Source: an optimization exercise on an open RTL-to-GDS flow (aim: small area, a short achievable clock period and few clock cycles per item). Production flows keep margins and buffers that such runs may drop. The RTL was checked by simulation tests, not by an equivalence proof against the original design. Power figures rest on the tool's default switching activity, not on a simulated workload.

===== design/flow/design.v =====
module bba_top (
    input  logic        clk,
    input  logic        rst_n,
    input  logic        start,
    input  logic        req_op,
    input  logic [13:0] req_blk,
    output logic        busy,
    input  logic        cfg_we,
    input  logic [13:0] cfg_wdata,
    output logic        done,
    output logic [1:0]  rsp_status,
    output logic [13:0] rsp_block,
    output logic [13:0] rsp_free
);
    localparam int NR = 65;    
    function automatic [NR-1:0] pfx_excl(input [NR-1:0] x);
        reg [NR-1:0] s;
        integer k;
        begin
            s = x;
            for (k = 0; k < 7; k = k + 1) s = s | (s << (1 << k));
            pfx_excl = s << 1;
        end
    endfunction
    function automatic [63:0] pfx64_excl(input [63:0] x);
        reg [63:0] s;
        integer k;
        begin
            s = x;
            for (k = 0; k < 6; k = k + 1) s = s | (s << (1 << k));
            pfx64_excl = s << 1;
        end
    endfunction
    function automatic two64(input [63:0] x);
        reg [63:0] a;
        reg [63:0] t;
        integer n;
        integer i;
        begin
            a = x;
            t = '0;
            for (n = 32; n >= 1; n = n / 2) begin
                for (i = 0; i < n; i = i + 1) begin
                    t[i] = t[2*i] | t[2*i+1] | (a[2*i] & a[2*i+1]);
                    a[i] = a[2*i] | a[2*i+1];
                end
            end
            two64 = t[0];
        end
    endfunction
    logic        r_v;
    logic        r_op;
    logic [13:0] r_blk;
    logic        r_inv;
    logic [64:0] rsel;
    logic        clr;
    logic [12:0] lim;
    assign busy = clr;
    logic clr_d;
    assign clr_d = ~rst_n | cfg_we;
    always_ff @(posedge clk) begin
        r_op  <= req_op;
        r_blk <= req_blk;
        r_inv <= (req_blk == 14'd0) || (req_blk > {1'b0, lim});
        r_v   <= rst_n & start & ~clr;
        clr   <= clr_d;
        if (!rst_n)      lim <= 13'd4096;
        else if (cfg_we) lim <= (cfg_wdata > 14'd4096) ? 13'd4096 : cfg_wdata[12:0];
    end
    logic [12:0] fcnt;
    logic [63:0] z;
    logic [6:0]  cw;
    logic [NR-1:0] nw_oh;
    logic [NR-1:0] nw_oh_n;
    logic [NR-1:0] nfa;
    logic [6:0]  nw_bin;
    logic        nw_v;
    logic        y_v;
    logic [6:0]  y_row;
    logic        y_v_n;
    logic [6:0]  y_row_n;
    logic [7:0]  y_hi;        
    logic [7:0]  y_lo;        
    logic        y_64;        
    logic [63:0] y_data;
    logic [63:0] mem [1:63];
    logic        mem64;
    always_ff @(posedge clk) begin
        for (int w = 1; w < 64; w++) begin
            if (y_hi[w >> 3] && y_lo[w & 7]) mem[w] <= y_data;
        end
        if (y_64) mem64 <= y_data[0];
    end
    logic [6:0]    fw;
    logic [5:0]    fb;
    logic [63:0]   fboh;
    logic [NR-1:0] fw_oh;
    logic [NR-1:0] cw_oh;
    logic          inv;
    logic          alloc_ok;
    logic          free_ok;
    assign fw = r_blk[12:6];
    assign fb = r_blk[5:0];
    always_comb begin
        for (int j = 0; j < 64; j++) fboh[j] = (fb == 6'(j));
        for (int w = 0; w < NR; w++) begin
            cw_oh[w] = (cw == 7'(w));
        end
    end
    assign inv      = r_inv;
    assign fw_oh    = rsel;
    always_comb begin
        for (int w = 0; w < NR; w++) nw_oh[w] = nw_v && (nw_bin == 7'(w));
    end
    logic [NR-1:0] sel_oh;
    logic [6:0]    sel_row;
    logic [63:0]   rd_raw;
    logic [63:0]   rd;
    always_comb begin
        sel_oh  = rsel;
        sel_row = r_op ? fw : nw_bin;
        rd_raw  = '0;
        for (int w = 1; w < 64; w++) rd_raw = rd_raw | (mem[w] & {64{sel_oh[w]}});
        rd_raw = rd_raw | ({{63{1'b1}}, mem64} & {64{sel_oh[64]}});
        rd     = (y_v && y_row == sel_row) ? y_data : rd_raw;
    end
    logic [63:0] zpre;
    logic [63:0] zoh;
    logic [63:0] zr;
    logic [5:0]  zidx;
    logic        zany;
    logic        fill;
    always_comb begin
        zpre = pfx64_excl(z);
        zoh  = z & ~zpre;
        zr   = z & ~zoh;
        zany = |z;
        fill = ~two64(z);
        for (int k = 0; k < 6; k++) begin
            zidx[k] = 1'b0;
            for (int j = 0; j < 64; j++) if ((j >> k) & 1) zidx[k] = zidx[k] | zoh[j];
        end
    end
    assign alloc_ok = r_v & ~r_op & zany;
    assign free_ok  = r_v & r_op & ~inv;
    logic [NR-1:0] s_above;
    logic [NR-1:0] s_oh;
    logic [6:0]    s_bin;
    always_comb begin
        s_above = pfx_excl(nfa);
        s_oh    = nfa & ~s_above;
        for (int k = 0; k < 7; k++) begin
            s_bin[k] = 1'b0;
            for (int w = 0; w < NR; w++) if ((w >> k) & 1) s_bin[k] = s_bin[k] | s_oh[w];
        end
    end
    logic [12:0]   lim_c;
    logic [63:0]   z_init;
    logic [NR-1:0] nfa_init;
    logic [63:0]   last_init;
    assign lim_c = lim;
    always_comb begin
        for (int j = 0; j < 64; j++) begin
            z_init[j]    = (j != 0) && (13'(j) <= lim_c);
            last_init[j] = (6'(j) > lim_c[5:0]);
        end
        for (int w = 0; w < NR; w++) nfa_init[w] = (w >= 2) && (7'(w) <= lim_c[12:6]);
    end
    logic [12:0] fcnt_n;
    always_comb begin
        fcnt_n = fcnt;
        if (alloc_ok && fcnt != 13'd0) fcnt_n = fcnt - 13'd1;
        else if (free_ok && fcnt < lim) fcnt_n = fcnt + 13'd1;
    end
    logic fw_eq_cw;
    logic fw_lt_cw;
    logic fw_lt_nw;
    logic fw_gt_nw;
    assign fw_eq_cw = zany && (fw == cw);
    assign fw_lt_cw = !zany || (fw < cw);
    assign fw_lt_nw = !nw_v || (fw < nw_bin);
    assign fw_gt_nw = nw_v && (fw > nw_bin);
    always_ff @(posedge clk) begin
        y_data <= ~zr;
        if (clr) begin
            fcnt   <= lim_c;
            z      <= z_init;
            cw     <= 7'd0;
            nfa    <= nfa_init;
            nw_v   <= (lim_c[12:6] != 7'd0);
            nw_bin <= 7'd1;
            y_data <= last_init;
        end else begin
            fcnt <= fcnt_n;
            if (alloc_ok) begin
                y_data <= ~zr;
                if (fill) begin
                    cw     <= nw_bin;
                    z      <= nw_v ? ~rd : 64'd0;
                    nfa    <= nfa & ~s_oh;
                    nw_bin <= s_bin;
                    nw_v   <= |nfa;
                end else begin
                    z <= zr;
                end
            end else if (free_ok) begin
                if (fw_eq_cw) begin
                    z      <= z | fboh;
                    y_data <= ~(z | fboh);
                end else if (fw_lt_cw) begin
                    z      <= fboh;
                    cw     <= fw;
                    y_data <= ~fboh;
                    nw_v   <= zany;
                    nfa    <= zany ? (nfa | nw_oh) : '0;
                    nw_bin <= cw;
                end else begin
                    y_data <= rd & ~fboh;
                    if (fw_lt_nw) begin
                        nw_v   <= 1'b1;
                        nfa    <= nfa | nw_oh;
                        nw_bin <= fw;
                    end else if (fw_gt_nw) begin
                        nfa    <= nfa | fw_oh;
                    end
                end
            end
        end
        if (clr_d) y_data <= 64'd0;
    end
    always_comb begin
        nw_oh_n = nw_oh;
        if (clr) begin
            nw_oh_n = (lim_c[12:6] != 7'd0) ? {{(NR-2){1'b0}}, 2'b10} : '0;
        end else if (alloc_ok) begin
            if (fill) nw_oh_n = s_oh;
        end else if (free_ok) begin
            if (fw_eq_cw) begin
            end else if (fw_lt_cw) begin
                nw_oh_n = zany ? cw_oh : '0;
            end else if (fw_lt_nw) begin
                nw_oh_n = fw_oh;
            end
        end
    end
    always_ff @(posedge clk) begin
        for (int w = 0; w < NR; w++) rsel[w] <= req_op ? (req_blk[12:6] == 7'(w)) : nw_oh_n[w];
    end
    always_comb begin
        y_v_n   = clr | alloc_ok | free_ok;
        y_row_n = fw;
        if (clr)           y_row_n = lim_c[12:6];
        else if (alloc_ok) y_row_n = cw;
        else if (fw_eq_cw) y_row_n = cw;
    end
    always_ff @(posedge clk) begin
        y_v  <= y_v_n;
        y_row <= y_row_n;
        y_64 <= clr_d || (y_v_n && y_row_n[6]);
        for (int i = 0; i < 8; i++) begin
            y_hi[i] <= clr_d || (y_v_n && !y_row_n[6] && (y_row_n[5:3] == 3'(i)));
            y_lo[i] <= clr_d || (y_row_n[2:0] == 3'(i));
        end
    end
    always_ff @(posedge clk) begin
        done       <= rst_n & r_v;
        rsp_status <= r_op ? (inv ? 2'd2 : 2'd0) : (zany ? 2'd0 : 2'd1);
        rsp_block  <= alloc_ok ? {1'b0, cw, zidx} : 14'd0;
        rsp_free   <= {1'b0, fcnt_n};
    end
endmodule

===== design/flow/flow/run.sh =====
#!/bin/bash
# Own flow: the standard layout (standard.sh, unchanged synthesis), with setup repair
# aimed below the clock period so the achieved period shrinks, and buf_4 as the port buffer
# (the default pick is a slow delay cell that repair never resizes). Each ORFS step keeps its own
# log under orfs/logs; make's output goes to flow_make.log.
set -euo pipefail
cd "$(dirname "$0")/.."
bash standard.sh SETUP_SLACK_MARGIN=6.4 "BUFFER_PORTS_ARGS=-buffer_cell sky130_fd_sc_hd__buf_4" finish > flow_make.log 2>&1

===== design/flow/standard.sh =====
#!/bin/bash
# synth_recipe.tcl (not shown) runs the flow's synth.tcl, then flattens the netlist and writes it again
# the make line also repeats each setting of config.mk as NAME=value (left out here)
make -C /OpenROAD-flow-scripts/flow DESIGN_CONFIG=/design/flow/config.mk WORK_HOME=/design/flow/orfs CLKGATE_MAP_FILE= SYNTH_SCRIPT=/design/flow/synth_recipe.tcl "${@:-finish}"

===== design/flow/config.mk =====
export PLATFORM = sky130hd
export DESIGN_NAME = bba_top
export DESIGN_NICKNAME = bba_top
export VERILOG_FILES = /design/flow/design.v
export SDC_FILE = /design/flow/constraint.sdc
export NUM_CORES = 4
export LEC_CHECK = 0
export ABC_CLOCK_PERIOD_IN_PS = 3500
export CAP_MARGIN = 20
export CORE_MARGIN = 2
export CORE_UTILIZATION = 45
export SLEW_MARGIN = 20
export TNS_END_PERCENT = 10

===== design/flow/constraint.sdc =====
create_clock -name core_clock -period 10.0 [get_ports {clk}]
set_input_delay 2.0000 -clock core_clock [delete_from_list [all_inputs] [get_ports {clk}]]
set_output_delay 2.0000 -clock core_clock [all_outputs]
set_load 0.01 [all_outputs]

==> results of run 1 <==
-- sequential cells by signal, indices dropped and copies added, names as in the netlist, 8 cells and up --
register   count
fcnt          13
lim           13
mem         4032
nfa           65
r_blk         13
rsel          65
rsp_block     13
rsp_free      13
y_data        64
y_hi           8
y_lo           8
z             64
-- logic make-up after synthesis --
family,share of synthesized area (%)
simple gates,5.84
fa+ha+maj,0.301
xor+xnor,0.0924
other cells,0.00220
flops,76.4
buf+inv,1.92
compound gates,14.8
mux,0.638
-- timing repair --
item,4_1_cts,5_1_grt
resized for setup,273,251
pin swaps,28,38
gates cloned,14,16
buffers inserted,147,88
endpoints found under the setup margin,529,461
-- worst max path at each step --
| stage | start | to | slack, ns | depth (start not counted) |
|---|---|---|---|---|
| 2_1_floorplan | req_op | rsel[0]$_DFFE_PP_ | 4.77 | 4 |
| 3_3_place_gp | z[4]$_DFFE_PP_ | nfa[52]$_DFFE_PP_ | 4.04 | 11 |
| 3_5_place_dp | z[4]$_DFFE_PP_ | nfa[43]$_DFFE_PP_ | 4.03 | 11 |
| 4_1_cts | cw[6]$_SDFFE_PP0P_ | rsel[24]$_DFFE_PP_ | 6.20 | 10 |
| 5_1_grt | rsel[41]$_DFFE_PP_ | z[6]$_DFFE_PP_ | 6.05 | 11 |
| 6_report | rsel[41]$_DFFE_PP_ | z[6]$_DFFE_PP_ | 5.85 | 11 |
-- through the flow --
stage / hold slack [ns] / total power, uW / setup WS (ns)
6_report: 0.560 / 43000 / 5.85
5_1_grt: 0.583 / 43600 / 6.05
4_1_cts: 0.565 / 42500 / 6.20
3_5_place_dp: 0.559 / 26200 / 4.03
3_3_place_gp: 0.544 / 26000 / 4.04
2_1_floorplan: 0.413 / 24100 / 4.77
-- routing by layer --
layer  vias up  routed length, um
met1     65543             307000
met3      3143             151000
met5         -                398
li1      45472                  -
met4        40              59800
met2     14408             360000
-- power breakdown --
group | leakage, uW | internal, uW | total (uW) | switching [uW]
Clock | 0.00692 | 9350 | 16700 | 7340
Sequential | 0.0456 | 22200 | 23000 | 746
Combinational | 0.0163 | 585 | 3350 | 2760
Total | 0.0688 | 32200 | 43000 | 10900
-- worst max-delay path, stage by stage, from the launching register on --
cell,delay (ns)
edfxtp_1,0.36
buf_4,0.19
buf_12,0.19
buf_4,0.56
a22o_1,0.28
a221oi_1,0.28
nand3_1,0.13
nor4_1,0.40
nand2_1,0.38
mux2i_1,0.34
a21oi_1,0.11
a31oi_1,0.32
-- final cells by class --
type	instances	area, um^2
diodes	72	180
clock buffers	558	11700
clock inverters	249	2470
fillers	30483	180000
inverters	78	309
multi-input cells	5333	38900
flip-flops and latches	4403	131000
well taps	5016	6280
repair buffers	808	8240
-- placed cells by master (no fill, tap or decap), types with 76 or more instances in the layout --
cell type  count
a21oi_1      312
nand2_1      430
clkinv_1      98
nor2_1       362
edfxtp_1    4225
dfxtp_1      109
buf_4        600
o21ai_0      207
clkbuf_1     102
a221oi_1     668
clkbuf_16    462
a311oi_1     101
a22o_1       669
nor3_1        87
a22oi_1      774
nand4_1      349
nand3_1      147
clkinv_2      76
==> qor.csv, run 1 <==
metric,value,unit
Cell variety after synth,100,
via count,128606,
MaxCap Viol Count,0,
Commonest cells post-synth,"edfxtp_1, a22oi_1, a221oi_1",
largest net degree at the start of global routing,78,
Hold Crit Depth,1,
Slew headroom,11.8,%
yosys warns,2,
Layout area overhead,16.4,%
syn avg cell area,16.1,um^2
sequential fraction of the synthesis area,76.4,%
drt total wl,878000,um
post-layout util,52.5,%
Max Root-Sink Buffers,4,
Die Footprint,0.384,mm^2
GRT Overall Usage,44.1,%
r2r endpoint,z[6]$_DFFE_PP_,
cell area after synthesis,0.171,mm^2
PortBufs,62,
Main synth FF type,edfxtp_1,
top-count cell post-synth,edfxtp_1,
PwrDens,216,mW/mm^2
met2 Resource Use GR,61.9,%
DIE WIDTH,620,um
Worst Setup Start Kind,flip-flop,
Placed Area,0.179,mm^2
core area,0.378,mm^2
RSZ-0062 raised after global routing,true,
largest cells by area after synthesis,"edfxtp_1, a221oi_1, a22oi_1, a22o_1, dfxtp_1",
number of global-route vias before repair,113787,
design area,0.199,mm^2
DRC Markers,0,
DRT iter0 DRCs,29307,
Worst EP arrival,4.95,ns
R2R setup slack,5.85,ns
busiest grt layer,met2,
GR Util met1,60.0,%
register bit total from synthesis,4403,
CTS Sinks,4403,
max-slew violation count,0,
post-synth top area share,74.3,%
share of layout cells above drive strength 1,16.5,%
f_max,241,MHz
Final Hold Violating Endpoints,0,
# H-tree levels,5,
Post-synth EDFFs,4225,
"Clk pin slew, worst setup/hold paths",0.06,ns
Post-DP HPWL,478000,um
clk_skew,0.0516,ns
hold endpoint,rsp_free[8]$_DFF_P_,
routability cong.,1.00,
# setup viols final,0,
total negative slack,0,ns
DR WL/cell,53.1,um
Period minus WS final,4.15,ns
ys async rst share,0,%
first drt pass iteration count,7,
num rows,226,
met3 global-route usage,15.4,%
Num CTS Buffers,436,
initial antenna violation count,66,
IO Pins,65,
cell count after placement,15371,
CTS tree,yes,
hold wc startpoint,fcnt[8]$_DFF_P_,
clock latency on the worst-skew pair,1.04,ns
Finished Layout Cells,16517,
Worst Max-Slew Pin Slew,1.32,ns
Die Height,620,um
VDD IR-drop max,0.000170,V
grt total ovfl,0,
CP required,10.80,ns
Routed Antenna Nets,0,
Root Buffer,clkbuf_16,
initial core utilization,45.1,%
outcome,"complete, no violations",
critical path class,reg2reg,
first-pass GRT wire length,1110000,um
CP endpoint kind,flip-flop,
R2R depth,11,
period utilisation layout,41.5,%
reg-to-reg startpoint,rsel[41]$_DFFE_PP_,
Synth area leader,edfxtp_1,
DR vias/cell,7.79,
Nets,11134,
CTS Hold Bufs,0,
CP max FO,42,
LEAKAGE,0.0688,uW
Cells after Synth,10570,
Hold WC Path Type,reg2reg,
Testbench counts, summed over its fixed seeds: cycles 24,016, requests 24,000.
==> inputs of run 2 (changes only) <==
--- a/design/flow/design.v
+++ b/design/flow/design.v
@@ -53,6 +53,7 @@
     logic [13:0] r_blk;
     logic        r_inv;
     logic [64:0] rsel;
+    logic [64:0] rsel_n;      
     logic        clr;
     logic [12:0] lim;
     assign busy = clr;
@@ -119,9 +120,13 @@
     always_comb begin
         sel_oh  = rsel;
         sel_row = r_op ? fw : nw_bin;
-        rd_raw  = '0;
-        for (int w = 1; w < 64; w++) rd_raw = rd_raw | (mem[w] & {64{sel_oh[w]}});
-        rd_raw = rd_raw | ({{63{1'b1}}, mem64} & {64{sel_oh[64]}});
+        rd_raw[31:0]  = {31'd0, mem64 & sel_oh[64]};
+        rd_raw[63:32] = '1;
+        for (int w = 1; w < 64; w++) begin
+            rd_raw[31:0]  = rd_raw[31:0] | (mem[w][31:0] & {32{sel_oh[w]}});
+            rd_raw[63:32] = rd_raw[63:32] & (mem[w][63:32] | {32{rsel_n[w]}});
+        end
+        rd_raw[31:1] = rd_raw[31:1] | {31{sel_oh[64]}};
         rd     = (y_v && y_row == sel_row) ? y_data : rd_raw;
     end
     logic [63:0] zpre;
@@ -244,7 +249,10 @@
         end
     end
     always_ff @(posedge clk) begin
-        for (int w = 0; w < NR; w++) rsel[w] <= req_op ? (req_blk[12:6] == 7'(w)) : nw_oh_n[w];
+        for (int w = 0; w < NR; w++) begin
+            rsel[w]   <= req_op ? (req_blk[12:6] == 7'(w)) : nw_oh_n[w];
+            rsel_n[w] <= ~(req_op ? (req_blk[12:6] == 7'(w)) : nw_oh_n[w]);
+        end
     end
     always_comb begin
         y_v_n   = clr | alloc_ok | free_ok;
==> qor.csv, run 2 <==
metric,value,unit,change
Synth area leader,edfxtp_1,,unchanged
Reg with most FFs,mem,,unchanged
sequential fraction of the synthesis area,76.5,%,was 76.4%
GRT Overall Usage,44.2,%,was 44.1%
drt total wl,876000,um,was 878000 um
grt total ovfl,0,,unchanged
max reg flops,4032,,unchanged
initial antenna violation count,66,,unchanged
CTS tree,yes,,unchanged
Worst EP arrival,4.86,ns,was 4.95 ns
Post-synth EDFFs,4161,,was 4225
Slew headroom,10.5,%,was 11.8%
Final Hold Violating Endpoints,0,,unchanged
Die Height,621,um,was 620 um
critical path class,reg2reg,,unchanged
DIE WIDTH,621,um,was 620 um
# H-tree levels,5,,unchanged
post-synth top area share,72.9,%,was 74.3%
Nets,11661,,was 11134
number of global-route vias before repair,116766,,was 113787
outcome,"complete, no violations",,unchanged
Hold WC Path Type,reg2reg,,unchanged
f_max,252,MHz,was 241 MHz
DR WL/cell,51.4,um,was 53.1 um
clock latency on the worst-skew pair,1.08,ns,was 1.04 ns
Worst Setup Start Kind,flip-flop,,unchanged
via count,131185,,was 128606
yosys warns,2,,unchanged
syn avg cell area,15.3,um^2,was 16.1 um^2
cell count after placement,16001,,was 15371
"commonest non-fill, non-tap cells in the layout","edfxtp_1, o22ai_1, a22oi_1",,"was edfxtp_1, a22oi_1, a22o_1"
CP max FO,16,,was 42
R2R depth,9,,was 11
# setup viols final,0,,unchanged
Main synth FF type,edfxtp_1,,unchanged
ys async rst share,0,%,unchanged
hold wc startpoint,y_64$_DFF_P_,,was fcnt[8]$_DFF_P_
initial core utilization,45.2,%,was 45.1%
cell area after synthesis,0.171,mm^2,about the same
share of layout cells above drive strength 1,15.9,%,was 16.5%
total negative slack,0,ns,unchanged
Largest regs,"mem: 4032 flops, nfa: 65 flops, rsel: 65 flops",,unchanged
register bit total from synthesis,4466,,was 4403
"Clk pin slew, worst setup/hold paths",0.07,ns,was 0.06 ns
CP required,10.89,ns,was 10.80 ns
DRT iter0 DRCs,29614,,was 29307
r2r endpoint,y_data[1]$_SDFF_PP0_,,was z[6]$_DFFE_PP_
Die Footprint,0.386,mm^2,was 0.384 mm^2
first-pass GRT wire length,1120000,um,was 1110000 um
PwrDens,218,mW/mm^2,was 216 mW/mm^2
Commonest cells post-synth,"edfxtp_1, o22ai_1, a22oi_1",,"was edfxtp_1, a22oi_1, a221oi_1"
Layout area overhead,15.2,%,was 16.4%
Worst Max-Slew Pin Slew,1.33,ns,was 1.32 ns
RSZ-0062 raised after global routing,true,,unchanged
Post-DP HPWL,505000,um,was 478000 um
Max Root-Sink Buffers,4,,unchanged
max-slew violation count,0,,unchanged
largest net degree at the start of global routing,71,,was 78
top-count cell post-synth,edfxtp_1,,unchanged
hold endpoint,mem64$_DFFE_PP_,,was rsp_free[8]$_DFF_P_
CTS Hold Bufs,0,,unchanged
R2R setup slack,6.03,ns,was 5.85 ns
Cells after Synth,11169,,was 10570
LEAKAGE,0.0686,uW,was 0.0688 uW
routability cong.,1.01,,was 1.00
num rows,226,,unchanged
Num CTS Buffers,444,,was 436
VDD IR-drop max,0.000176,V,was 0.000170 V
core area,0.379,mm^2,was 0.378 mm^2
CP endpoint kind,flip-flop,,unchanged
PortBufs,62,,unchanged
CTS Sinks,4466,,was 4403
IO Pins,65,,unchanged
Finished Layout Cells,17026,,was 16517
Cell variety after synth,99,,was 100
reg-to-reg startpoint,rsel[12]$_DFF_P_,,was rsel[41]$_DFFE_PP_
largest cells by area after synthesis,"edfxtp_1, o22ai_1, dfxtp_1, a22oi_1, clkbuf_1",,"was edfxtp_1, a221oi_1, a22oi_1, a22o_1, dfxtp_1"
Root Buffer,clkbuf_16,,unchanged
first drt pass iteration count,8,,was 7
"most common cell after layout, fill and taps aside",edfxtp_1,,unchanged
Period minus WS final,3.97,ns,was 4.15 ns
DRC Markers,0,,unchanged
Hold Crit Depth,0,,was 1
period utilisation layout,39.7,%,was 41.5%
clk_skew,0.101,ns,was 0.0516 ns
DR vias/cell,7.70,,was 7.79
Routed Antenna Nets,0,,unchanged
MaxCap Viol Count,0,,unchanged
run 2: worst max-delay path, stage by stage (launching register included):
cell and delay, ns:
dfxtp_2 0.43, buf_4 0.32, buf_4 0.34, a22oi_1 0.24, nand4_1 0.14, nor4_1 0.51, nand2_1 0.50, mux2i_2 0.72
a21oi_1 0.14, a21o_1 0.34
run 2: logic make-up (layout without fill, tap and decap cells):
kind of cell               Yosys count  in the layout  synth area share [%]
other                                1             55               0.00219
AOI/OAI and AO/OA                 3364           3366                  13.7
adders and majority gates           41             41                 0.299
xor gates and xnor gates            19             19                0.0971
DFF                               4466           4466                  76.5
muxes                              107            107                 0.633
and+or+nand+nor                   2325           2330                  6.83
buffers and inverters              846           1626                  1.92
run 2: area by class of cell:
cell class              count  area, um^2
fillers                 30877      182000
clock inverters           265        2490
multi-input cells        5865       38500
repair buffers            739        6570
flip-flops and latches   4466      131000
well taps                5016        6280
clock buffers             551       11700
diodes                     53         133
inverters                  71         272
run 2: where the power goes:
group	switching [uW]	total (uW)	internal (uW)
sequential	692	23100	22400
clock	7520	16800	9240
combinational	2620	3100	474
run 2: worst max-delay path by stage:
stage	start	slack (ns)	to
floorplan	z[56]$_DFFE_PP_	6.28	nfa[10]$_DFFE_PP_
global placement	z[42]$_DFFE_PP_	4.58	nfa[54]$_DFFE_PP_
detailed placement	z[42]$_DFFE_PP_	4.57	nfa[57]$_DFFE_PP_
CTS	rsel_n[40]$_DFF_P_	6.17	z[40]$_DFFE_PP_
global route	rsel[31]$_DFF_P_	6.14	z[23]$_DFFE_PP_
finish	rsel[12]$_DFF_P_	6.03	y_data[1]$_SDFF_PP0_
run 2: stage by stage:
step	instance area, um^2	utilization, %	hold slack [ns]	worst slack, ns	total power [uW]
2_1_floorplan	171000	-	0.413	6.28	24300
3_3_place_gp	180000	47.4	0.427	4.58	26100
3_5_place_dp	180000	47.5	0.436	4.57	26200
4_1_cts	196000	51.6	0.459	6.17	42600
5_1_grt	197000	52.1	0.462	6.14	43500
6_report	197000	52.1	0.459	6.03	43000
run 2: what timing repair did:
item | CTS | global route
gates resized for setup | 172 | 207
endpoints found under the setup margin | 524 | 430
gates cloned | 11 | 8
buffers inserted | 70 | 66
pin swaps | 25 | 22
run 2: layer usage:
metal / wire length, um / share of wire [%] / global-route usage, % / vias up
met5: 351 / 0.040 / 0 / -
met4: 65000 / 7.4 / 25.8 / 44
met3: 155000 / 18 / 16.8 / 3264
met2: 361000 / 41 / 62.7 / 14785
met1: 294000 / 34 / 57.9 / 66235
li1: - / - / - / 46857
Testbench counts of run 2, summed over its fixed seeds: cycles 24,016, requests 24,000.

static timing again, ports no longer ideal:
The flow's constraints put no driver on any port. The routed layouts listed below were extracted and timed again, unchanged, in two steps. Step 1, drivers: a clkbuf_16 drives clk and a buf_2 each remaining input, both assumed. Step 2 also shifts input and output timing later by t, the mid clock arrival at the registers, as if the neighbouring blocks saw the same clock. Three values: ideal ports, drivers, drivers and shift; two values: the first two.
run	t, ns	setup slack, ns	hold WS [ns]	clock arrival spread, ns	pins driven straight from the clock port
run 1	1.123	5.851 / 5.851 / 5.245	0.560 / 0.560 / 0.560	0.055 / 0.055	1
run 2	1.150	6.028 / 6.028 / 5.581	0.459 / 0.459 / 0.459	0.128 / 0.128	1
After both steps setup and hold are still met in every run listed. The setup slack of run 1, which loses most, moves by 0.000 ns with the drivers and by -0.606 ns with both steps.
